From an optimization exercise on the open Yosys and OpenROAD flow, aimed at small area; shortcuts taken in it are not production practice. In this exercise RTL edits were held to simulation tests only and were not proved equivalent to the original. Power and IR drop assume default switching activity.

**flow/flow/run.sh**
```bash
#!/bin/bash
# Own layout flow: the standard ORFS flow (standard.sh) with these changes:
#  - synthesis maps logic with an area-oriented ABC script (flow/area.abc) instead of ORFS's
#    delay-oriented one; everything up to and including flip-flop mapping is unchanged, so the
#    registers (names, count, cell types) are the standard synthesis's;
#  - every input and output port still gets a buffer, but a sky130_fd_sc_hd__buf_1;
#  - clock tree synthesis without dummy loads, with clkbuf_4 buffers and small sink clusters;
#  - after global routing, ORFS's power recovery (RECOVER_POWER) downsizes gates off the
#    critical paths, and flow/post_grt.tcl then repairs any slew or capacitance limit that
#    broke;
set -euo pipefail
cd "$(dirname "$0")/.."
W=$PWD
bash standard.sh synth SYNTH_SCRIPT="$W/flow/synth_area.tcl" > "$W/synth.log" 2>&1
CTS="-sink_clustering_enable -repair_clock_nets -dont_use_dummy_load"
CTS="$CTS -buf_list sky130_fd_sc_hd__clkbuf_4 -sink_clustering_size 10 -sink_clustering_max_diameter 45"
bash standard.sh floorplan place BUFFER_PORTS_ARGS="-buffer_cell sky130_fd_sc_hd__buf_1" > "$W/place.log" 2>&1
bash standard.sh cts CTS_ARGS="$CTS" > "$W/cts.log" 2>&1
bash standard.sh finish RECOVER_POWER=100 POST_GLOBAL_ROUTE_TCL="$W/flow/post_grt.tcl" > "$W/route.log" 2>&1
```
**flow/flow/area.abc**
```
strash
&get -n
&st
&syn2
&dch -f
&nf -R 20
&put
mfs3 -a
topo
stime -c
```
**flow/flow/post_grt.tcl**
```tcl
# Sourced by ORFS at the end of global routing (POST_GLOBAL_ROUTE_TCL), after power recovery:
# power recovery can downsize a high-fanout driver past its slew or capacitance limit, so
# repair those again, then legalize and reroute the changed nets.
log_cmd estimate_parasitics -global_routing
log_cmd repair_design -slew_margin $::env(SLEW_MARGIN) -cap_margin $::env(CAP_MARGIN)
log_cmd global_route -start_incremental
log_cmd detailed_placement
log_cmd global_route -end_incremental
log_cmd estimate_parasitics -global_routing
```
**flow/flow/synth_area.tcl**
```tcl
# The standard flow's synthesis script (synth_recipe.tcl) with one change: ABC maps the logic with
# flow/area.abc. Every synth call skips the fsm and share passes, as the standard flow's does.
set my_abc_script [file join [file dirname [file normalize [info script]]] area.abc]
proc synth {args} { yosys synth -nofsm -noshare {*}$args }
proc abc {args} {
  global my_abc_script
  set i [lsearch -exact $args -script]
  if { $i >= 0 } { lset args [expr {$i + 1}] $my_abc_script }
  yosys abc {*}$args
}
source $::env(SCRIPTS_DIR)/synth.tcl
# left out here: clear keep_hierarchy, flatten, clean up, hide names made inside functions, write 1_2_yosys.v
```
**flow/standard.sh**
```bash
#!/bin/bash
# synth_recipe.tcl (not shown) runs the flow's synth.tcl, then flattens the netlist and writes it again
# the make line also repeats each setting of config.mk as NAME=value (left out here)
make -C /OpenROAD-flow-scripts/flow DESIGN_CONFIG=/design/flow/config.mk WORK_HOME=/design/flow/orfs CLKGATE_MAP_FILE= SYNTH_SCRIPT=/design/flow/synth_recipe.tcl "${@:-finish}"
```
**flow/config.mk**
```make
export PLATFORM = sky130hd
export DESIGN_NAME = csr_unit
export DESIGN_NICKNAME = csr_unit
export VERILOG_FILES = /design/flow/design.v
export SDC_FILE = /design/flow/constraint.sdc
export NUM_CORES = 4
export LEC_CHECK = 0
export CAP_MARGIN = 20
export CORE_AREA = 2.3 2.72 165.6 165.92
export DIE_AREA = 0 0 168.03 168.03
export SLEW_MARGIN = 20
```
**flow/constraint.sdc**
```tcl
create_clock -name core_clock -period 5.0 [get_ports {s_clk_i}]
set_input_delay 1.0000 -clock core_clock [delete_from_list [all_inputs] [get_ports {s_clk_i}]]
set_output_delay 1.0000 -clock core_clock [all_outputs]
set_load 0.01 [all_outputs]
```
**flow/design.v**
```verilog
`timescale 1ns/10ps
package csr_pkg;
    localparam int xlen = 32;
    typedef enum logic [11:0] {
        csr_mstatus   = 12'h300,
        csr_misa      = 12'h301,
        csr_mie       = 12'h304,
        csr_mtvec     = 12'h305,
        csr_mscratch  = 12'h340,
        csr_mepc      = 12'h341,
        csr_mcause    = 12'h342,
        csr_mtval     = 12'h343,
        csr_mip       = 12'h344,
        csr_mcycle    = 12'hB00,
        csr_minstret  = 12'hB02,
        csr_mcycleh   = 12'hB80,
        csr_minstreth = 12'hB82,
        csr_mhartid   = 12'hF14
    } csr_addr_e;
    typedef enum logic [11:0] {
        sys_ecall  = 12'h000,
        sys_ebreak = 12'h001,
        sys_mret   = 12'h302
    } sys_imm_e;
    typedef enum logic [1:0] {
        unit_none,
        unit_alu,
        unit_lsu,
        unit_csr
    } unit_e;
    typedef enum logic [1:0] {
        fun_sys,
        fun_rw,
        fun_rs,
        fun_rc
    } csr_fun_e;
    typedef enum logic [1:0] {
        imiscon_none,
        imiscon_ille,
        imiscon_ferr,
        imiscon_pmav
    } imiscon_e;
    typedef enum logic [4:0] {
        exc_iaccess = 5'd1,
        exc_illegal = 5'd2,
        exc_ebreak  = 5'd3,
        exc_lmisal  = 5'd4,
        exc_laccess = 5'd5,
        exc_smisal  = 5'd6,
        exc_saccess = 5'd7,
        exc_ecall   = 5'd11
    } exc_code_e;
    typedef enum logic [4:0] {
        int_msi = 5'd3,
        int_mti = 5'd7,
        int_mei = 5'd11
    } int_code_e;
    localparam logic [1:0] lsu_half = 2'd1;  
    localparam logic [1:0] lsu_word = 2'd2;
    localparam int irq_msi_bit      = 3;
    localparam int irq_mti_bit      = 7;
    localparam int irq_mei_bit      = 11;
    localparam int mstatus_mie_bit  = 3;
    localparam int mstatus_mpie_bit = 7;
    localparam logic [xlen-1:0] misa_val         = 32'h4000_1104;  
    localparam logic [xlen-1:0] mie_mask         = 32'h0000_0888;  
    localparam logic [xlen-1:0] mstatus_rd_fixed = 32'h0000_1800;  
endpackage
`timescale 1ns/10ps
`timescale 1ns/10ps
`timescale 1ns/10ps
`timescale 1ns/10ps
`timescale 1ns/10ps
module csr_unit (
    input  logic        s_clk_i,
    input  logic        arst_n_i,
    input  logic [1:0]  unit_i,
    input  logic [3:0]  function_i,
    input  logic [11:0] payload_i,
    input  logic [31:0] val_i,
    input  logic [31:0] pc_i,
    input  logic [1:0]  imiscon_i,
    input  logic        hresp_i,
    input  logic        stall_i,
    input  logic        flush_i,
    input  logic        rstpp_i,
    input  logic        interrupted_i,
    input  logic        int_meip_i,
    input  logic        int_mtip_i,
    input  logic        int_msip_i,
    output logic [31:0] csr_rdata_o,
    output logic [31:0] exc_trap_o,
    output logic [31:0] int_trap_o,
    output logic [31:0] mepc_o,
    output logic        treturn_o,
    output logic        int_pending_o,
    output logic        exception_o
);
    logic       is_csr, is_lsu, sys_op, csr_wr, mret;
    logic [1:0] fun;
    logic       pmav, e_iacc, e_ill, e_ecall, e_ebreak, e_misal, e_lsacc, misal;
    logic       exc_ready, trap, exc_take, commit;
    logic [4:0] exc_code, int_code, cause_code;
    assign fun    = function_i[1:0];
    assign is_csr = (unit_i == 2'd3);
    assign is_lsu = (unit_i == 2'd2);
    assign sys_op = is_csr & (function_i[2:0] == 3'd0);
    assign csr_wr = is_csr & (fun != 2'd0) & ~flush_i;
    assign mret   = sys_op & (payload_i == 12'h302) & ~flush_i;
    assign treturn_o = mret;
    assign misal    = ((fun == 2'd1) & val_i[0]) | ((fun == 2'd2) & (val_i[1:0] != 2'd0));
    assign pmav     = (imiscon_i == 2'd3);
    assign e_iacc   = (imiscon_i == 2'd2) | (pmav & ~is_lsu);
    assign e_ill    = (imiscon_i == 2'd1);
    assign e_ecall  = sys_op & (payload_i == 12'h000);
    assign e_ebreak = sys_op & (payload_i == 12'h001);
    assign e_misal  = is_lsu & misal;
    assign e_lsacc  = is_lsu & (hresp_i | pmav);
    assign exception_o = e_iacc | e_ill | e_ecall | e_ebreak | e_misal | e_lsacc;
    assign exc_ready = exception_o & ~rstpp_i;
    assign trap      = interrupted_i | exc_ready;
    assign exc_take  = exc_ready & ~interrupted_i;
    assign commit    = (unit_i != 2'd0) & ~stall_i & ~flush_i;
    always_comb begin
        if (e_iacc)        exc_code = 5'd1;
        else if (e_ill)    exc_code = 5'd2;
        else if (e_ecall)  exc_code = 5'd11;
        else if (e_ebreak) exc_code = 5'd3;
        else if (e_misal)  exc_code = function_i[3] ? 5'd6 : 5'd4;
        else               exc_code = function_i[3] ? 5'd7 : 5'd5;
    end
    logic a_mstatus, a_misa, a_mie, a_mtvec, a_mscratch, a_mepc, a_mcause, a_mtval, a_mip;
    logic a_cyc_lo, a_cyc_hi, a_ins_lo, a_ins_hi;
    assign a_mstatus  = (payload_i == 12'h300);
    assign a_misa     = (payload_i == 12'h301);
    assign a_mie      = (payload_i == 12'h304);
    assign a_mtvec    = (payload_i == 12'h305);
    assign a_mscratch = (payload_i == 12'h340);
    assign a_mepc     = (payload_i == 12'h341);
    assign a_mcause   = (payload_i == 12'h342);
    assign a_mtval    = (payload_i == 12'h343);
    assign a_mip      = (payload_i == 12'h344);
    assign a_cyc_lo   = (payload_i == 12'hB00);
    assign a_cyc_hi   = (payload_i == 12'hB80);
    assign a_ins_lo   = (payload_i == 12'hB02);
    assign a_ins_hi   = (payload_i == 12'hB82);
    logic        mie_b, mpie_b;           
    logic [2:0]  mie_q;                   
    logic [2:0]  mip_q;                   
    logic [31:0] mtvec_q;                 
    logic [31:0] mepc_q;
    logic [31:0] mscratch_q, mcause_q, mtval_q;
    logic        mscratch_v, mcause_v, mtval_v;
    logic [31:0] cyc_lo, cyc_hi, ins_lo, ins_hi;
    logic        cnt_v;
    logic [31:0] rdata, wdata;
    assign rdata =
          ({32{a_mstatus}}  & {19'd0, 2'b11, 3'd0, mpie_b, 3'd0, mie_b, 3'd0})
        | ({32{a_misa}}     & 32'h4000_1104)
        | ({32{a_mie}}      & {20'd0, mie_q[2], 3'd0, mie_q[1], 3'd0, mie_q[0], 3'd0})
        | ({32{a_mtvec}}    & mtvec_q)
        | ({32{a_mscratch & mscratch_v}} & mscratch_q)
        | ({32{a_mepc}}     & mepc_q)
        | ({32{a_mcause & mcause_v}}     & mcause_q)
        | ({32{a_mtval & mtval_v}}       & mtval_q)
        | ({32{a_mip}}      & {20'd0, mip_q[2], 3'd0, mip_q[1], 3'd0, mip_q[0], 3'd0})
        | ({32{a_cyc_lo & cnt_v}} & cyc_lo)
        | ({32{a_cyc_hi & cnt_v}} & cyc_hi)
        | ({32{a_ins_lo & cnt_v}} & ins_lo)
        | ({32{a_ins_hi & cnt_v}} & ins_hi);
    assign csr_rdata_o = rdata;
    assign wdata = fun[1] ? (fun[0] ? (rdata & ~val_i) : (rdata | val_i)) : val_i;
    logic [2:0] pend;
    assign pend          = mie_q & mip_q;
    assign int_pending_o = (|pend) & mie_b;
    assign int_code      = pend[2] ? 5'd11 : (pend[0] ? 5'd3 : 5'd7);
    assign cause_code    = interrupted_i ? int_code : exc_code;
    assign exc_trap_o = {mtvec_q[31:2], 2'b00};
    logic [3:0]  b4, vlow;
    logic        c3, c7, c11, c6;
    logic [31:6] hi_inc;
    assign b4  = mtvec_q[5:2];
    assign c3  = (b4 >= 4'd13);
    assign c7  = (b4 >= 4'd9);
    assign c11 = (b4 >= 4'd5);
    assign c6  = mtvec_q[0] & (pend[2] ? c11 : (pend[0] ? c3 : c7));
    assign vlow = b4 + (mtvec_q[0] ? int_code[3:0] : 4'd0);
    assign hi_inc = mtvec_q[31:6] + 26'd1;
    assign int_trap_o = {c6 ? hi_inc : mtvec_q[31:6], vlow, 2'b00};
    function automatic logic [32:0] half_inc(input logic [31:0] q, input logic cin);
        half_inc = {1'b0, q} + {32'd0, cin};
    endfunction
    logic [32:0] cyc_lo_inc, ins_lo_inc, cyc_hi_inc, ins_hi_inc;
    assign cyc_lo_inc = half_inc(cyc_lo, 1'b1);
    assign ins_lo_inc = half_inc(ins_lo, commit);
    assign cyc_hi_inc = half_inc(cyc_hi, cyc_lo_inc[32]);
    assign ins_hi_inc = half_inc(ins_hi, ins_lo_inc[32]);
    logic wr_mscratch, wr_mcause, wr_mtval;
    assign wr_mscratch = csr_wr & a_mscratch;
    assign wr_mcause   = csr_wr & a_mcause;
    assign wr_mtval    = csr_wr & a_mtval;
    always_ff @(posedge s_clk_i or negedge arst_n_i) begin
        if (!arst_n_i) begin
            mie_b      <= 1'b0;
            mpie_b     <= 1'b0;
            mie_q      <= '0;
            mip_q      <= '0;
            mtvec_q    <= '0;
            mepc_q     <= '0;
            mscratch_v <= 1'b0;
            mcause_v   <= 1'b0;
            mtval_v    <= 1'b0;
            cnt_v      <= 1'b0;
        end else begin
            mip_q <= {int_meip_i, int_mtip_i, int_msip_i};
            if (trap) begin
                mpie_b <= mie_b;
                mie_b  <= 1'b0;
                mepc_q <= pc_i;
            end else if (mret) begin
                mie_b  <= mpie_b;
                mpie_b <= 1'b1;
            end else if (csr_wr) begin
                if (a_mstatus) begin
                    mie_b  <= wdata[3];
                    mpie_b <= wdata[7];
                end
                if (a_mepc) mepc_q <= wdata;
            end
            if (csr_wr & a_mie)   mie_q   <= {wdata[11], wdata[7], wdata[3]};
            if (csr_wr & a_mtvec) mtvec_q <= {wdata[31:2], 1'b0, wdata[0]};
            if (wr_mscratch)           mscratch_v <= 1'b1;
            if (trap | wr_mcause)      mcause_v   <= 1'b1;
            if (exc_take | wr_mtval)   mtval_v    <= 1'b1;
            cnt_v <= 1'b1;
        end
    end
    always_ff @(posedge s_clk_i) begin
        cyc_lo <= (csr_wr & a_cyc_lo) ? wdata : (cnt_v ? cyc_lo_inc[31:0] : 32'd1);
        cyc_hi <= (csr_wr & a_cyc_hi) ? wdata : (cnt_v ? cyc_hi_inc[31:0] : 32'd0);
        ins_lo <= (csr_wr & a_ins_lo) ? wdata : (cnt_v ? ins_lo_inc[31:0] : {31'd0, commit});
        ins_hi <= (csr_wr & a_ins_hi) ? wdata : (cnt_v ? ins_hi_inc[31:0] : 32'd0);
        if (wr_mscratch) mscratch_q <= wdata;
        if (trap)           mcause_q <= {interrupted_i, 26'd0, cause_code};
        else if (wr_mcause) mcause_q <= wdata;
        if (exc_take)       mtval_q <= val_i;
        else if (wr_mtval)  mtval_q <= wdata;
    end
    assign mepc_o = mepc_q;
endmodule
```
==> out/summary.json, run 1 <==
{
  "global_route": {
    "global_route.usage.met3": 0.0515,
    "gr-usage-all-layers": 0.378,
    "grt_antenna_before_repair": 2,
    "grt_max_degree": 68,
    "grt_pass1_wl_um": 81400,
    "groute.layer.met2.usage": 0.616,
    "globalRoute.totalOverflow": 0,
    "number_of_global_route_vias_before_repair": 13454,
    "met1_usage": 0.513,
    "grt.busiest_layer": "met2"
  },
  "critical_path": {
    "sequence_of_cells_on_the_critical_path": "or2_0 -> maj3_1 -> a2bb2oi_1 -> nor2_1 -> clkbuf_1 -> a41oi_1 -> a21oi_1 -> buf_1",
    "critical_path_buf_inv_count": 2,
    "crit_slowest_cell": "a2bb2oi_1",
    "worst_setup_path_start_kind": "flop",
    "worstSetupEndpointType": "output port",
    "worst-setup-path-type": "reg2out",
    "cell_family_contributing_the_most_delay_on_the_critical_path": "compound AO/OA/AOI/OAI gates",
    "crit_path_max_fanout": 15,
    "crit_required_ns": 4.00,
    "cp.arrival_ns": 3.56,
    "cpPeakStageDelay_ns": 0.50
  },
  "die": {
    "rows": 60,
    "die_width_um": 168,
    "ios": 225,
    "floorplan.initialDensity": 0.550,
    "placeableCoreArea_um2": 26700,
    "design.die.area_um2": 28200,
    "floorplan.die.height_um": 168
  },
  "cts": {
    "cts_setup_buffers": 0,
    "clk-insertion-delay-late_ns": 0.69,
    "postCtsResizedCells": 0,
    "clock_tree.htree_level_count": 2,
    "hold_buffers": 0,
    "clock_tree_from_tritoncts": "done",
    "clockRootBuffer": "clkbuf_4",
    "cts.sink_count": 299,
    "cts_made_buffers": 39,
    "clkSlewWorstSetupHoldPaths_ns": 0.11,
    "cts_buffer_depth": 3
  },
  "sta": {
    "layout_worst_path_cycle_share": 0.911,
    "totalNegativeSetupSlack_ns": 0,
    "hold_viol": 0,
    "final-setup-viol-count": 0,
    "fin_skew_ns": 0.0837,
    "final_period_minus_worst_setup_slack_ns": 4.56,
    "slew-limit-headroom": 0.184,
    "maximum_operating_frequency_mhz": 219,
    "slew_viol_final": 0,
    "worst_slew_pin_slew_ns": 1.22
  },
  "finish": {
    "filler_cell_count": 2490,
    "syn_to_final_growth_pct": 12.0,
    "post_route_cells_drive_above_1_share": 0.0490,
    "finish.net_count": 1943
  },
  "yosys": {
    "number_of_synthesized_flops_with_an_enable_pin": 70,
    "synthDominantCellAreaShare": 0.210,
    "yosys_register_bits": 299,
    "synth_top_cells_by_area": "dfxtp_1 (21%), edfxtp_1 (14%), dfrtp_1 (13%)",
    "syn_area_um2": 14700,
    "netlist_instances": 1541,
    "async_flop_share": 0.251,
    "postSynth.topFlopCell": "dfxtp_1",
    "ys.warnings.count": 1,
    "syn_area_per_cell_um2": 9.51,
    "synth.lib_cells_used.distinct": 53,
    "ys_top_cells_by_count": "nand2_1 (199), dfxtp_1 (154), o21ai_0 (139), o22ai_1 (110), a22oi_1 (98)",
    "post-synth-top-count-cell": "nand2_1",
    "yosys.area.top_type": "dfxtp_1",
    "seq_area_frac_synth": 0.482
  },
  "power": {
    "report.power.total_mw": 4.08,
    "power-per-cell-area_nw_per_um2": 249,
    "ir_drop_mv": 0.175,
    "total_leakage_power_nw": 5.62
  },
  "routing": {
    "drc": 0,
    "wire_per_inst_um": 24.7,
    "detailedRoute.firstPassIterationCount": 8,
    "drt.antenna.violating_nets": 0,
    "finalWirelength_um": 53900,
    "viasPerCell": 6.59,
    "drt_iter0_drc": 1754,
    "vias": 14353
  },
  "min_path": {
    "hold_path_class": "in2async"
  },
  "place": {
    "globalplace.congestion": 0.936,
    "place_hpwl_um": 36400,
    "io_buffer_count": 220
  },
  "outcome": {
    "run_status": "no timing/DRC/antenna violations"
  },
  "run": {
    "max_cap_viol_count": 0
  }
}
## per-stage QoR
stage	area (µm²)	util	setup slack, ns	hold WS [ns]	cells
finish	16400	0.616	0.443	0.169	2179
CTS	16500	0.619	0.616	0.303	2175
detailed placement	16200	0.608	0.462	0.442	2136
global placement	16200	0.608	0.597	0.434	2136
floorplan	14700	-	0.120	0.424	1544
## report_power, final
group / switching (mW) / internal [mW]
combinational: 0.238 / 0.0942
clock: 0.804 / 0.360
sequential: 0.0435 / 2.54
## final timing paths
| path | from | end | slack (ns) | depth (start not counted) |
|---|---|---|---|---|
| min in group core_clock | int_mtip_i | mip_q[1] | 0.44 | 1 |
| max | mtvec_q[2] | int_trap_o[9] | 0.44 | 8 |
| min | arst_n_i | mtvec_q[8] | 0.17 | 1 |
| max reg2reg | cyc_lo[8] | cyc_hi[31] | 0.55 | 17 |
| max in group asynchronous | arst_n_i | mcause_v | 3.85 | 2 |
| min reg2reg | mcause_q[18] | mcause_q[18] | 0.47 | 2 |
## flip-flops by register name (all words and copies together), names as in the netlist
name and cells:
mpie_b 1, mtval_q 32, mip_q 3, cnt_v 1, mie_b 1, ins_hi 32
mcause_q 32, mtval_v 1, cyc_lo 32, cyc_hi 32, mepc_q 32, mscratch_v 1
mcause_v 1, mtvec_q 31, mscratch_q 32, ins_lo 32, mie_q 3
## cells in the final DEF (no fill, tap or decap), types with 43 or more instances in the layout
cell type  instances
nand4_1           43
a22oi_1           98
dfxtp_1          154
o21ai_0          139
dfrtp_1           75
nand2_1          198
xor2_1            84
xnor2_1           50
nor2_1            64
buf_1            217
nand3_1           96
edfxtp_1          70
o22ai_1          110
## metal layers
| metal | up-vias | part of all wire | wire length, µm |
|---|---|---|---|
| li1 | 6456 | - | - |
| met1 | 6974 | 0.41 | 21900 |
| met2 | 798 | 0.47 | 25200 |
| met3 | 125 | 0.089 | 4790 |
| met4 | 0 | 0.038 | 2040 |
| met5 | - | 0 | 0 |
## cell type report
class	instances	area [µm²]	area share
Multi-Input combinational cell	1169	7210	0.439
Antenna cell	3	7.51	0.000457
Sequential cell	299	7060	0.430
Timing Repair Buffer	286	1260	0.0765
Clock buffer	39	293	0.0178
Inverter	42	158	0.00961
Tap cell	341	427	0.0260
## kinds of logic after synthesis
logic type / synth area share
AOI/OAI and AO/OA: 0.218
buffers and inverters: 0.0282
other: 0.000512
xor gates and xnor gates: 0.0801
and+or+nand+nor: 0.176
adders and majority gates: 0.0114
muxes: 0.00367
DFF: 0.482
==> inputs of run 2 (changes only) <==
--- a/flow/flow/run.sh
+++ b/flow/flow/run.sh
@@ -13,7 +13,7 @@
 W=$PWD
 bash standard.sh synth SYNTH_SCRIPT="$W/flow/synth_area.tcl" > "$W/synth.log" 2>&1
 CTS="-sink_clustering_enable -repair_clock_nets -dont_use_dummy_load"
-CTS="$CTS -buf_list sky130_fd_sc_hd__clkbuf_4 -sink_clustering_size 10 -sink_clustering_max_diameter 45"
+CTS="$CTS -buf_list sky130_fd_sc_hd__clkbuf_4 -sink_clustering_size 8 -sink_clustering_max_diameter 40"
 bash standard.sh floorplan place BUFFER_PORTS_ARGS="-buffer_cell sky130_fd_sc_hd__buf_1" > "$W/place.log" 2>&1
 bash standard.sh cts CTS_ARGS="$CTS" > "$W/cts.log" 2>&1
 bash standard.sh finish RECOVER_POWER=100 POST_GLOBAL_ROUTE_TCL="$W/flow/post_grt.tcl" > "$W/route.log" 2>&1
==> run 2 against run 1 <==
Worst hold slack got worse by 0.0017 ns. Cell area rose by 0.35%. Clock-buffer cell count up 9. Utilization is 0.22 points higher. Still clean. Largest cell class unchanged. Cell count up 0.37%.
==> out/summary.json, run 2 <==
{
  "critical_path": {
    "path_common_cell": "clkbuf_1",
    "cp.arrival": {"value": 5.17, "unit": "ns", "change": "+1.61 ns"},
    "sequence_of_cells_on_the_critical_path": "clkbuf_1 -> or2_0 -> o2111a_1 -> a2111oi_0 -> buf_4 -> a21oi_1 -> or2_2 -> clkbuf_1 -> a21oi_4 -> clkbuf_1 -> a22oi_1 -> o21ai_0",
    "cpPeakStageDelay": {"value": 0.72, "unit": "ns", "change": "+0.22 ns"},
    "worst-setup-path-type": "in2reg",
    "crit_required": {"value": 5.60, "unit": "ns", "change": "+1.60 ns"},
    "crit_slowest_cell": "a21oi_4",
    "r2r_slack": {"value": 0.55, "unit": "ns", "change": "about the same"},
    "critical_path_buf_inv_count": {"value": 4, "change": "+2"},
    "crit_path_max_fanout": {"value": 22, "change": "+7"},
    "worst_setup_path_start_kind": "input pin",
    "worstSetupEndpointType": "flop",
    "cell_family_contributing_the_most_delay_on_the_critical_path": "compound AO/OA/AOI/OAI gates"
  },
  "cts": {
    "clkSlewWorstSetupHoldPaths": {"value": 0.09, "unit": "ns", "change": "-0.02 ns"},
    "clockRootBuffer": "clkbuf_4",
    "cts_setup_buffers": {"value": 0, "change": "unchanged"},
    "cts_made_buffers": {"value": 48, "change": "+23%"},
    "clock_tree_from_tritoncts": "done",
    "postCtsResizedCells": {"value": 0, "change": "unchanged"},
    "clk-insertion-delay-late": {"value": 0.71, "unit": "ns", "change": "+0.02 ns"},
    "clock_tree.htree_level_count": {"value": 2, "change": "unchanged"},
    "cts_buffer_depth": {"value": 3, "change": "unchanged"},
    "cts.sink_count": {"value": 299, "change": "unchanged"},
    "hold_buffers": {"value": 0, "change": "unchanged"}
  },
  "yosys": {
    "number_of_synthesized_flops_with_an_enable_pin": {"value": 70, "change": "unchanged"},
    "synthDominantCellAreaShare": {"value": 0.210, "change": "unchanged"},
    "synth_top_cells_by_area": "dfxtp_1 (21%), edfxtp_1 (14%), dfrtp_1 (13%)",
    "syn_area_per_cell": {"value": 9.51, "unit": "µm²", "change": "unchanged"},
    "netlist_instances": {"value": 1541, "change": "unchanged"},
    "postSynth.topFlopCell": "dfxtp_1",
    "async_flop_share": {"value": 0.251, "change": "unchanged"},
    "ys.warnings.count": {"value": 1, "change": "unchanged"},
    "seq_area_frac_synth": {"value": 0.482, "change": "unchanged"},
    "syn_area": {"value": 14700, "unit": "µm²", "change": "unchanged"},
    "synth.lib_cells_used.distinct": {"value": 53, "change": "unchanged"},
    "post-synth-top-count-cell": "nand2_1",
    "yosys_register_bits": {"value": 299, "change": "unchanged"},
    "ys_top_cells_by_count": "nand2_1 (199), dfxtp_1 (154), o21ai_0 (139), o22ai_1 (110), a22oi_1 (98)",
    "yosys.area.top_type": "dfxtp_1"
  },
  "sta": {
    "fin_skew": {"value": 0.0907, "unit": "ns", "change": "+0.00704 ns"},
    "slew_viol_final": {"value": 0, "change": "unchanged"},
    "hold_viol": {"value": 0, "change": "unchanged"},
    "layout_worst_path_cycle_share": {"value": 0.913, "change": "+0.00202"},
    "worst_slew_pin_slew": {"value": 1.22, "unit": "ns", "change": "-0.000523 ns"},
    "final_period_minus_worst_setup_slack": {"value": 4.57, "unit": "ns", "change": "+0.0101 ns"},
    "maximum_operating_frequency": {"value": 219, "unit": "MHz", "change": "-0.22%"},
    "final-setup-viol-count": {"value": 0, "change": "unchanged"},
    "slew-limit-headroom": {"value": 0.185, "change": "+0.000348"},
    "hold-worst-slack": {"value": 0.167, "unit": "ns", "change": "-0.00169 ns"},
    "totalNegativeSetupSlack": {"value": 0, "unit": "ns", "change": "unchanged"}
  },
  "finish": {
    "filler_cell_count": {"value": 2479, "change": "-0.44%"},
    "syn_to_final_growth_pct": 12.4,
    "finish.cell_count_without_fillers": {"value": 2187, "change": "+0.37%"},
    "post_route_cells_drive_above_1_share": {"value": 0.0526, "change": "+0.00356"},
    "mostFrequentLayoutCells": "buf_1 (217), nand2_1 (198), dfxtp_1 (154)",
    "mostFrequentLayoutCell": "buf_1",
    "finish.net_count": {"value": 1952, "change": "+0.46%"},
    "postLayoutCoreUtil": {"value": 0.618, "change": "+0.00216"},
    "final_cell_area": {"value": 16500, "unit": "µm²", "change": "+0.35%"}
  },
  "die": {
    "die_width": {"value": 168, "unit": "µm", "change": "unchanged"},
    "floorplan.die.height": {"value": 168, "unit": "µm", "change": "unchanged"},
    "placeableCoreArea": {"value": 26700, "unit": "µm²", "change": "unchanged"},
    "ios": {"value": 225, "change": "unchanged"},
    "rows": {"value": 60, "change": "unchanged"},
    "design.die.area": {"value": 28200, "unit": "µm²", "change": "unchanged"},
    "floorplan.initialDensity": {"value": 0.550, "change": "unchanged"}
  },
  "power": {
    "power_frac_comb": {"value": 0.079, "change": "-0.002"},
    "switching_share": {"value": 0.266, "change": "+0.000631"},
    "p_int": {"value": 3.08, "unit": "mW", "change": "+2.6%"},
    "relative_contribution_of_sequential_cells_to_total_power": {"value": 0.617, "change": "-0.017"},
    "clock_power_share": {"value": 0.304, "change": "+0.019"},
    "power-per-cell-area": {"value": 255, "unit": "nW/µm²", "change": "+2.3%"},
    "netSwitchingPower": {"value": 1.12, "unit": "mW", "change": "+2.9%"},
    "total_leakage_power": {"value": 5.66, "unit": "nW", "change": "+0.60%"},
    "ir_drop": {"value": 0.171, "unit": "mV", "change": "-2.4%"}
  },
  "routing": {
    "viasPerCell": {"value": 6.60, "change": "+0.24%"},
    "drt.antenna.violating_nets": {"value": 0, "change": "unchanged"},
    "drt_iter0_drc": {"value": 1818, "change": "+3.6%"},
    "drc": {"value": 0, "change": "unchanged"},
    "vias": {"value": 14440, "change": "+0.61%"},
    "wire_per_inst": {"value": 24.7, "unit": "µm", "change": "about the same"},
    "finalWirelength": {"value": 54100, "unit": "µm", "change": "+0.36%"},
    "detailedRoute.firstPassIterationCount": {"value": 6, "change": "-2"}
  },
  "place": {
    "dpl-instance-area": {"value": 16200, "unit": "µm²", "change": "unchanged"},
    "globalplace.congestion": {"value": 0.936, "change": "unchanged"},
    "place.detailed.instances": {"value": 2136, "change": "unchanged"},
    "io_buffer_count": {"value": 220, "change": "unchanged"},
    "place_hpwl": {"value": 36400, "unit": "µm", "change": "unchanged"}
  },
  "global_route": {
    "gr-usage-all-layers": {"value": 0.379, "change": "+0.000766"},
    "number_of_global_route_vias_before_repair": {"value": 13582, "change": "+0.95%"},
    "grt_antenna_before_repair": {"value": 2, "change": "unchanged"},
    "globalRoute.totalOverflow": {"value": 0, "change": "unchanged"},
    "grt_pass1_wl": {"value": 81700, "unit": "µm", "change": "+0.37%"},
    "grt_max_degree": {"value": 68, "change": "unchanged"}
  },
  "min_path": {
    "hold_path_class": "in2async"
  },
  "outcome": {
    "run_status": "no timing/DRC/antenna violations"
  },
  "run": {
    "max_cap_viol_count": {"value": 0, "change": "unchanged"}
  }
}
## run 2: metrics by stage
stage                     setup WS, ns  power [mW]
after global placement           0.597        2.97
after detailed placement         0.462        2.97
after floorplan                  0.120        2.79
after CTS                        0.637        4.20
final                            0.433        4.19
## run 2: area by class of cell
class	count	area, µm²	area share
inverters	42	158	0.00957
flip-flops and latches	299	7060	0.429
diodes	2	5.00	0.000304
clock buffers	48	360	0.0219
repair buffers	286	1250	0.0758
multi-input cells	1169	7210	0.438
well taps	341	427	0.0259
## run 2: worst reg2reg max path, delay by kind of cell (launching register included)
family | cells | cell delay (ns)
buffers and inverters | 1 | 0.48
adders and majority gates | 1 | 0.18
AOI/OAI and AO/OA | 1 | 0.09
xor gates and xnor gates | 1 | 0.14
DFF | 1 | 0.46
and+or+nand+nor | 13 | 2.93
## run 2: kinds of logic after synthesis
kind of cell,after synthesis,share of synthesized area
xor gates and xnor gates,134,0.0801
muxes,5,0.00367
AOI/OAI and AO/OA,484,0.218
other,2,0.000512
and+or+nand+nor,528,0.176
DFF,299,0.482
buffers and inverters,76,0.0282
adders and majority gates,13,0.0114
## run 2: path summary, 6_finish.rpt
path,startpoint,end,cells after the start
setup / recovery,function_i[1],mepc_q[11],12
max in group asynchronous,arst_n_i,mepc_q[0],2
min in group core_clock,int_mtip_i,mip_q[1],1
hold / removal,arst_n_i,mtvec_q[8],1
setup reg to reg,cyc_lo[8],cyc_hi[31],17
hold reg to reg,mcause_q[18],mcause_q[18],2
## run 2: metal layers
layer | wire length [µm] | global-route usage
met3 | 5050 | 0.0576
met5 | 0 | 0
met4 | 2080 | 0.149
met1 | 21700 | 0.512
met2 | 25300 | 0.616
## run 2: power groups by stage
stage	clock, mW	combinational (mW)	sequential (mW)
floorplan	0	0.148	2.64
global placement	0	0.328	2.64
detailed placement	0	0.335	2.64
CTS	1.28	0.336	2.59
finish	1.28	0.331	2.59
==> inputs of run 3 (changes only) <==
==> flow/flow/run.sh (replaced) <==
#!/bin/bash
# Own layout flow: the standard ORFS flow (standard.sh) with these changes:
#  - synthesis maps logic with an area-oriented ABC script (flow/area.abc) instead of ORFS's
#    delay-oriented one; everything up to and including flip-flop mapping is unchanged, so the
#    registers (names, count, cell types) are the standard synthesis's;
#  - every input and output port still gets a buffer, but a sky130_fd_sc_hd__buf_1;
#  - clock tree synthesis without dummy loads, with clkbuf_4 buffers and sink clusters of at
#    most 10 flip-flops within 45 um;
#  - after global routing, ORFS's power recovery (RECOVER_POWER) downsizes gates off the
#    critical paths, and flow/post_grt.tcl then repairs any slew or capacitance limit that
#    broke;
set -euo pipefail
cd "$(dirname "$0")/.."
W=$PWD
bash standard.sh synth SYNTH_SCRIPT="$W/flow/synth_area.tcl" > "$W/synth.log" 2>&1
CTS="-sink_clustering_enable -repair_clock_nets -dont_use_dummy_load"
CTS="$CTS -buf_list sky130_fd_sc_hd__clkbuf_4 -sink_clustering_size 10 -sink_clustering_max_diameter 45"
bash standard.sh floorplan place BUFFER_PORTS_ARGS="-buffer_cell sky130_fd_sc_hd__buf_1" > "$W/place.log" 2>&1
bash standard.sh cts CTS_ARGS="$CTS" > "$W/cts.log" 2>&1
bash standard.sh finish RECOVER_POWER=100 POST_GLOBAL_ROUTE_TCL="$W/flow/post_grt.tcl" > "$W/route.log" 2>&1
==> run 3 against run 2 <==
Via count fell by 0.60%. Critical path depth fell by 4. Highest routed layer unchanged. Wire length fell by 0.35%. Largest power group unchanged. Synthesized area did not move. Sequential power barely moved. Critical endpoint is now int_trap_o[9]. Register-to-register slack barely moved.
==> out/summary.json, run 3 <==
{
  "outcome": {
    "run_status": "no timing/DRC/antenna violations"
  },
  "power": {
    "report.power.total": {"value": 4.08, "unit": "mW", "change": "-2.6%"},
    "ir_drop": {"value": 0.175, "unit": "mV", "change": "+2.5%"},
    "p_int": {"value": 3.00, "unit": "mW", "change": "-2.5%"},
    "total_leakage_power": {"value": 5.62, "unit": "nW", "change": "-0.59%"},
    "relative_contribution_of_sequential_cells_to_total_power": {"value": 0.634, "change": "+0.017"},
    "netSwitchingPower": {"value": 1.09, "unit": "mW", "change": "-2.8%"},
    "power-per-cell-area": {"value": 249, "unit": "nW/µm²", "change": "-2.3%"},
    "switching_share": {"value": 0.266, "change": "-0.000631"},
    "clock_power_share": {"value": 0.285, "change": "-0.019"},
    "power_frac_comb": {"value": 0.081, "change": "+0.002"}
  },
  "sta": {
    "fin_skew": {"value": 0.0837, "unit": "ns", "change": "-0.00704 ns"},
    "final-setup-viol-count": {"value": 0, "change": "unchanged"},
    "worst_slew_pin_slew": {"value": 1.22, "unit": "ns", "change": "+0.000523 ns"},
    "totalNegativeSetupSlack": {"value": 0, "unit": "ns", "change": "unchanged"},
    "hold_viol": {"value": 0, "change": "unchanged"},
    "maximum_operating_frequency": {"value": 219, "unit": "MHz", "change": "+0.22%"},
    "layout_worst_path_cycle_share": {"value": 0.911, "change": "-0.00202"},
    "final_period_minus_worst_setup_slack": {"value": 4.56, "unit": "ns", "change": "-0.0101 ns"},
    "slew_viol_final": {"value": 0, "change": "unchanged"},
    "slew-limit-headroom": {"value": 0.184, "change": "-0.000348"},
    "hold-worst-slack": {"value": 0.169, "unit": "ns", "change": "+0.00169 ns"}
  },
  "die": {
    "die_width": {"value": 168, "unit": "µm", "change": "unchanged"},
    "floorplan.initialDensity": {"value": 0.550, "change": "unchanged"},
    "floorplan.die.height": {"value": 168, "unit": "µm", "change": "unchanged"},
    "rows": {"value": 60, "change": "unchanged"},
    "placeableCoreArea": {"value": 26700, "unit": "µm²", "change": "unchanged"},
    "design.die.area": {"value": 28200, "unit": "µm²", "change": "unchanged"},
    "ios": {"value": 225, "change": "unchanged"}
  },
  "yosys": {
    "synth_top_cells_by_area": "dfxtp_1 (21%), edfxtp_1 (14%), dfrtp_1 (13%)",
    "post-synth-top-count-cell": "nand2_1",
    "async_flop_share": {"value": 0.251, "change": "unchanged"},
    "ys_top_cells_by_count": "nand2_1 (199), dfxtp_1 (154), o21ai_0 (139), o22ai_1 (110), a22oi_1 (98)",
    "synthDominantCellAreaShare": {"value": 0.210, "change": "unchanged"},
    "postSynth.topFlopCell": "dfxtp_1",
    "synth.lib_cells_used.distinct": {"value": 53, "change": "unchanged"},
    "seq_area_frac_synth": {"value": 0.482, "change": "unchanged"},
    "syn_area_per_cell": {"value": 9.51, "unit": "µm²", "change": "unchanged"},
    "ys.warnings.count": {"value": 1, "change": "unchanged"},
    "syn_area": {"value": 14700, "unit": "µm²", "change": "unchanged"},
    "yosys_register_bits": {"value": 299, "change": "unchanged"},
    "yosys.area.top_type": "dfxtp_1",
    "netlist_instances": {"value": 1541, "change": "unchanged"},
    "number_of_synthesized_flops_with_an_enable_pin": {"value": 70, "change": "unchanged"}
  },
  "routing": {
    "drt.antenna.violating_nets": {"value": 0, "change": "unchanged"},
    "viasPerCell": {"value": 6.59, "change": "-0.24%"},
    "drt_iter0_drc": {"value": 1754, "change": "-3.5%"},
    "wire_per_inst": {"value": 24.7, "unit": "µm", "change": "about the same"},
    "finalWirelength": {"value": 53900, "unit": "µm", "change": "-0.35%"},
    "detailedRoute.firstPassIterationCount": {"value": 8, "change": "+2"},
    "vias": {"value": 14353, "change": "-0.60%"},
    "drc": {"value": 0, "change": "unchanged"}
  },
  "cts": {
    "clkSlewWorstSetupHoldPaths": {"value": 0.11, "unit": "ns", "change": "+0.02 ns"},
    "cts_buffer_depth": {"value": 3, "change": "unchanged"},
    "cts_setup_buffers": {"value": 0, "change": "unchanged"},
    "postCtsResizedCells": {"value": 0, "change": "unchanged"},
    "cts.sink_count": {"value": 299, "change": "unchanged"},
    "clock_tree.htree_level_count": {"value": 2, "change": "unchanged"},
    "clock_tree_from_tritoncts": "done",
    "cts_made_buffers": {"value": 39, "change": "-19%"},
    "clk-insertion-delay-late": {"value": 0.69, "unit": "ns", "change": "-0.02 ns"},
    "hold_buffers": {"value": 0, "change": "unchanged"},
    "clockRootBuffer": "clkbuf_4"
  },
  "finish": {
    "syn_to_final_growth_pct": 12.0,
    "mostFrequentLayoutCells": "buf_1 (217), nand2_1 (198), dfxtp_1 (154)",
    "mostFrequentLayoutCell": "buf_1",
    "finish.net_count": {"value": 1943, "change": "-0.46%"},
    "post_route_cells_drive_above_1_share": {"value": 0.0490, "change": "-0.00356"}
  },
  "place": {
    "io_buffer_count": {"value": 220, "change": "unchanged"},
    "place_hpwl": {"value": 36400, "unit": "µm", "change": "unchanged"},
    "globalplace.congestion": {"value": 0.936, "change": "unchanged"}
  },
  "critical_path": {
    "worst-setup-path-type": "reg2out",
    "crit_path_max_fanout": {"value": 15, "change": "-32%"},
    "crit_required": {"value": 4.00, "unit": "ns", "change": "-1.60 ns"},
    "cp.arrival": {"value": 3.56, "unit": "ns", "change": "-1.61 ns"},
    "worstSetupEndpointType": "output port",
    "worst_setup_path_start_kind": "flop"
  },
  "global_route": {
    "globalRoute.totalOverflow": {"value": 0, "change": "unchanged"},
    "number_of_global_route_vias_before_repair": {"value": 13454, "change": "-0.94%"},
    "gr-usage-all-layers": {"value": 0.378, "change": "-0.000766"},
    "grt_antenna_before_repair": {"value": 2, "change": "unchanged"},
    "grt_pass1_wl": {"value": 81400, "unit": "µm", "change": "-0.37%"},
    "grt_max_degree": {"value": 68, "change": "unchanged"}
  },
  "run": {
    "max_cap_viol_count": {"value": 0, "change": "unchanged"}
  },
  "min_path": {
    "hold_path_class": "in2async"
  }
}
-- run 3: cell counts after synthesis --
Identical to the previous run, type by type.
-- run 3: area by class of cell --
| class | instances | area, µm² |
|---|---|---|
| antenna | 3 | 7.51 |
| inverter | 42 | 158 |
| clock buffer | 39 | 293 |
| multi-input combinational | 1169 | 7210 |
| timing repair buffer | 286 | 1260 |
| fill | 2490 | 10200 |
| tap | 341 | 427 |
| sequential | 299 | 7060 |
-- run 3: stage by stage --
stage | worst slack [ns] | instances | util | instance area (µm²)
finish | 0.443 | 2179 | 0.616 | 16400
CTS | 0.616 | 2175 | 0.619 | 16500
detailed placement | 0.462 | 2136 | 0.608 | 16200
global placement | 0.597 | 2136 | 0.608 | 16200
floorplan | 0.120 | 1544 | - | 14700
-- run 3: cells by family (layout without fill, tap and decap cells) --
group | count (synthesis) | count (layout) | share of synthesized area
AND/OR/NAND/NOR | 528 | 528 | 0.176
AO/OA/AOI/OAI | 484 | 484 | 0.218
flip-flops | 299 | 299 | 0.482
XOR/XNOR | 134 | 134 | 0.0801
buffers and inverters | 76 | 367 | 0.0282
adder cells (fa/ha/maj) | 13 | 13 | 0.0114
multiplexers | 5 | 5 | 0.00367
other | 2 | 8 | 0.000512
-- run 3: routing by layer --
| layer | wire length, µm | part of all wire | vias up | GRT usage |
|---|---|---|---|---|
| met5 | 0 | 0 | - | 0 |
| met4 | 2040 | 0.038 | 0 | 0.149 |
| li1 | - | - | 6456 | - |
| met3 | 4790 | 0.089 | 125 | 0.0515 |
| met2 | 25200 | 0.47 | 798 | 0.616 |
| met1 | 21900 | 0.41 | 6974 | 0.513 |
-- run 3: final timing paths --
kind | start | to | slack [ns] | depth (start not counted)
worst max-delay path | mtvec_q[2] | int_trap_o[9] | 0.44 | 8
worst max register to register | cyc_lo[8] | cyc_hi[31] | 0.55 | 17
worst min-delay path | arst_n_i | mtvec_q[8] | 0.17 | 1
min in group core_clock | int_mtip_i | mip_q[1] | 0.44 | 1
max in group asynchronous | arst_n_i | mcause_v | 3.85 | 2
worst min register to register | mcause_q[18] | mcause_q[18] | 0.47 | 2
-- run 3: critical path, stage by stage (launching register included) --
cell,delay [ns]
dfrtp_1,0.49
or2_0,0.27
maj3_1,0.36
a2bb2oi_1,0.50
nor2_1,0.20
clkbuf_1,0.45
a41oi_1,0.38
a21oi_1,0.07
buf_1,0.17
-- run 3: power by group through the flow --
stage	clock [mW]	combinational, mW	sequential (mW)
2_1_floorplan	0	0.148	2.64
3_3_place_gp	0	0.328	2.64
3_5_place_dp	0	0.335	2.64
4_1_cts	1.17	0.336	2.59
6_report	1.16	0.332	2.59

[static timing again, ports no longer ideal]
No port has a modelled driver above. Below, the same layouts with a new extraction and two added sets of constraints.
Step 1 assumes that a clkbuf_16 drives the clock port and a buf_2 every other input.
Step 2 moves the port delays by t, midway between the first and last clock arrival at a register: inputs arrive t later, outputs are due t later. That takes back most of the time a late clock gives input paths.
Slacks: ideal ports / drivers / drivers and shift; pairs: ideal ports / drivers.
run	t, ns	setup WS [ns]	latest minus earliest clock arrival (ns)	worst slew at a driven data input, ns
run 1	0.695	0.443 / 0.394 / -0.224	0.084 / 0.084	0.15
run 2	0.710	0.433 / 0.378 / -0.332	0.091 / 0.090	0.15
run 3	0.695	0.443 / 0.394 / -0.224	0.084 / 0.084	0.15
Met with ideal ports but missed after step 2: setup timing in every run listed. The setup slack of run 2, which loses most, moves by -0.055 ns with the drivers and by -0.765 ns with both steps.
